What follows belongs to an exercise in optimizing a design on an open flow for small area and a short achievable clock period; a production flow would make more cautious choices. Only simulation tests tie the RTL to the original design; equivalence was not proved. The clock port is modelled as an ideal driver; clocking choices that lean on that would not hold on a real chip. Power and IR drop assume default switching activity.

the reference run:
==> flow/design.v (excerpt) <==
module ibuffer_pack #(
  parameter int DATA_WIDTH = 64,
  parameter int BEATS      = 2,
  parameter int DEPTH      = 16,
  parameter int DEST_WIDTH = 4,
  localparam int BEAT_W    = DATA_WIDTH + 7,
  localparam int WORD_W    = BEATS * BEAT_W
) (
  input  logic                  clk,
  input  logic                  reset,
  input  logic                  i_valid,
  input  logic                  i_sop,
  input  logic                  i_eop,
  input  logic                  i_error,
  input  logic [2:0]            i_empty,
  input  logic [DATA_WIDTH-1:0] i_data,
  output logic                  o_ready,
  output logic                  o_valid,
  output logic [WORD_W-1:0]     o_data,
  output logic [DEST_WIDTH-1:0] o_dest,
  input  logic                  i_ready,
  output logic                  o_sop_err
);
  localparam int UW = BEAT_W - 1;    
  localparam int LW = BEAT_W;        
  localparam int RD = DEPTH - 1;     
  logic [DEPTH-1:0] occ_q, occ_d;
  logic             rdy_q;
  logic             slot_q, sop_err_q;
  logic [RD-1:0]    wptr_q, rptr_q;
  logic [RD-1:0][UW-1:0] ram_up_q;
  logic [RD-1:0][LW-1:0] ram_lo_q;
  logic [UW-1:0]         hd_up_q;
  logic [LW-1:0]         hd_lo_q;
  logic [UW-1:0] beat_up, rd_up, hd_up_d;
  ...
For scale: about 4400 cells after synthesis, about 2300 flip-flops, about 220 I/O pins, roughly 83000 um^2 of cells after synthesis.
clock: 5.5 ns
lec_check: 0
cap_margin: 20
core_margin: 2
core_utilization: 40
setup_slack_margin: 3.2
slew_margin: 20
run.sh (not shown) runs the stock make flow with config.mk's settings and CLKGATE_MAP_FILE= SYNTH_SCRIPT=/design/flow/synth_recipe.tcl, a recipe that flattens the netlist after the stock synthesis.
Relative to the reference run, the following input files were edited for the trial run:
- a change of CORE_UTILIZATION from 40 to 70
- an added PLACE_DENSITY of 0.8
The trial run ends up with a HPWL reported at the end of detailed placement that is 9.6% lower than in the reference run. The run showing the greater largest stage delay on the critical path is the reference run. The trial run reports a lower portion of the clock cycle consumed by the worst path in the final layout than the reference run does. Summary of the trial run over the reference run: global routing usage on met3 higher, highest clock rate higher, post-place instance area lower, non-clock buffering overhead in the final layout lower. The reference run → the trial run: worst hold slack dropped 0.0097 ns; layout buffer count excluding clock buffers dropped 6.6%. The trial run completed every stage of the flow, and the final layout passed the timing, DRC and antenna checks.

Another version of the RTL of ibuffer_pack (not shown whole).
Size: about 4,400 cells after synthesis, ~2,300 flip-flops, roughly 82,000 sq um of cells after synthesis.
==> flow/config.mk <==
export PLATFORM = sky130hd
export DESIGN_NAME = ibuffer_pack
export DESIGN_NICKNAME = ibuffer_pack
export VERILOG_FILES = /design/flow/design.v
export SDC_FILE = /design/flow/constraint.sdc
export NUM_CORES = 4
export LEC_CHECK = 0
export CAP_MARGIN = 20
export CORE_MARGIN = 2
export CORE_UTILIZATION = 66
export CTS_CLUSTER_DIAMETER = 90
export CTS_CLUSTER_SIZE = 28
export PLACE_DENSITY = 0.75
export SETUP_SLACK_MARGIN = 3.3
export SLEW_MARGIN = 20
export POST_GLOBAL_PLACE_TCL = /design/flow/flow/post_gpl.tcl
export POST_CTS_TCL = /design/flow/flow/post_cts.tcl
export BUFFER_PORTS_ARGS = -buffer_cell sky130_fd_sc_hd__buf_4
==> flow/constraint.sdc <==
create_clock -name core_clock -period 5.5 [get_ports {clk}]
set_input_delay 1.1000 -clock core_clock [delete_from_list [all_inputs] [get_ports {clk}]]
set_output_delay 1.1000 -clock core_clock [all_outputs]
set_load 0.01 [all_outputs]
standard.sh (not shown) runs the stock make flow with config.mk's settings and CLKGATE_MAP_FILE= SYNTH_SCRIPT=/design/flow/synth_recipe.tcl, a recipe that flattens the netlist after the stock synthesis.
==> flow/flow/run.sh <==
#!/bin/bash
# Standard ORFS layout, with three changes:
#  * port buffers are sky130_fd_sc_hd__buf_4 (buffer_ports -buffer_cell) instead of the
#    default choice (a slow delay buffer);
#  * after global placement, flow/post_gpl.tcl moves each output port's buffer next to the
#    register that drives it;
#  * after CTS, flow/post_cts.tcl rebuilds the top of the clock tree (see clk_eco.tcl).
# Each tool's output goes to the ORFS logs under orfs/logs; make's own output to run_make.log.
set -euo pipefail
W=$(pwd)
cat >> "$W/config.mk" <<EOT
export POST_GLOBAL_PLACE_TCL = $W/flow/post_gpl.tcl
export POST_CTS_TCL = $W/flow/post_cts.tcl
export BUFFER_PORTS_ARGS = -buffer_cell sky130_fd_sc_hd__buf_4
EOT
bash standard.sh finish > "$W/run_make.log" 2>&1
==> flow/flow/post_gpl.tcl <==
# Runs at the end of ORFS's global placement (POST_GLOBAL_PLACE_TCL): put each output port's
# buffer next to the cell that drives it, so that the register driving an output sees a short
# wire and the (stronger) port buffer drives the long wire to the pin. Detailed placement
# legalizes the moved buffers afterwards.
set blk [ord::get_db_block]
set moved 0
foreach bt [$blk getBTerms] {
  if {[$bt getIoType] ne "OUTPUT"} continue
  set net [$bt getNet]
  set buf ""
  foreach it [$net getITerms] { if {[$it isOutputSignal]} { set buf [$it getInst] } }
  if {$buf eq ""} continue
  set in [$buf findITerm A]
  if {$in eq "NULL"} continue
  set drv ""
  foreach it [[$in getNet] getITerms] { if {[$it isOutputSignal]} { set drv [$it getInst] } }
  if {$drv eq ""} continue
  set loc [$drv getLocation]
  $buf setLocation [lindex $loc 0] [lindex $loc 1]
  incr moved
}
puts "post_gpl: moved $moved output buffers next to their drivers"
Other scripts of this flow, unchanged in this note and not shown: flow/flow/clk_eco.tcl, flow/flow/post_cts.tcl
Next try:
- CORE_UTILIZATION: 66 -> 60
- PLACE_DENSITY: 0.75 -> 0.7
- SETUP_SLACK_MARGIN: 3.3 -> 3.2
Effect: The changed run went through all stages and came out clean; worst setup slack got worse by 130 ps; die area rises by roughly a tenth; critical path depth falls by 2; sequential cell count does not change; synthesized area does not change; design area falls slightly.
Next try:
--- a/flow/flow/run.sh
+++ b/flow/flow/run.sh
@@ -5,3 +5,3 @@
 #  * after global placement, flow/post_gpl.tcl moves each output port's buffer next to the
-#    register that drives it;
+#    register that drives it, then places the pins again;
 #  * after CTS, flow/post_cts.tcl rebuilds the top of the clock tree (see clk_eco.tcl).
--- a/flow/flow/post_gpl.tcl
+++ b/flow/flow/post_gpl.tcl
@@ -22 +22,8 @@
 puts "post_gpl: moved $moved output buffers next to their drivers"
+
+# Place the pins again, now that the cells (and the moved port buffers) have their places, so
+# each pin sits near the cell it connects to. Same layers as ORFS's own pin placement step.
+set hl met3; set vl met2
+if {[info exists ::env(IO_PLACER_H)]} { set hl $::env(IO_PLACER_H) }
+if {[info exists ::env(IO_PLACER_V)]} { set vl $::env(IO_PLACER_V) }
+place_pins -hor_layers $hl -ver_layers $vl
- SETUP_SLACK_MARGIN: 3.2 -> 3.3
Area after synthesis does not change. Sequential power hardly moves. Final area rose slightly. First-iteration DRC count rises by roughly a tenth. Total power increases slightly. Cell count came out higher slightly.

==> re-timing with driven ports <==
The flow's constraints put no driver on any port. The routed layouts listed below were extracted and timed again, unchanged, in two steps. Step 1 (the two cells are an assumption about what drives the block):
set clk [get_ports {clk}]
set_driving_cell -lib_cell sky130_fd_sc_hd__clkbuf_16 $clk
set_driving_cell -lib_cell sky130_fd_sc_hd__buf_2 [delete_from_list [all_inputs] $clk]
Step 2 times the ports against the registers' clock, not the clock port: input delays grow and output delays shrink by t, the midpoint of the rising clock arrivals with the driver on. Three values: no drivers, after step 1, after step 2; two values: the first two.
| run | t, ns | setup slack, ns | hold slack, ns | latest minus earliest clock arrival (ns) | slew at the worst register clock pin (ns) |
|---|---|---|---|---|---|
| the reference run | 0.945 | 2.755 / 2.671 / 2.009 | 0.466 / 0.466 / 0.466 | 0.041 / 0.041 | 0.07 / 0.07 |
| the trial run | 0.904 | 2.808 / 2.730 / 2.198 | 0.456 / 0.456 / 0.456 | 0.054 / 0.054 | 0.09 / 0.09 |
| the first run of note 2 | 0.727 | 3.184 / 3.030 / 2.572 | 0.532 / 0.532 / 0.532 | 0.044 / 0.044 | 0.11 / 0.11 |
| the second run of note 2 | 0.723 | 3.052 / 3.029 / 2.465 | 0.530 / 0.530 / 0.530 | 0.073 / 0.073 | 0.11 / 0.11 |
| the third run of note 2 | 0.724 | 3.189 / 3.029 / 2.551 | 0.531 / 0.531 / 0.531 | 0.047 / 0.047 | 0.11 / 0.11 |
After both steps setup and hold are still met in every run listed. The setup slack of the reference run, which loses most, moves by -0.084 ns with the drivers and by -0.746 ns with both steps.
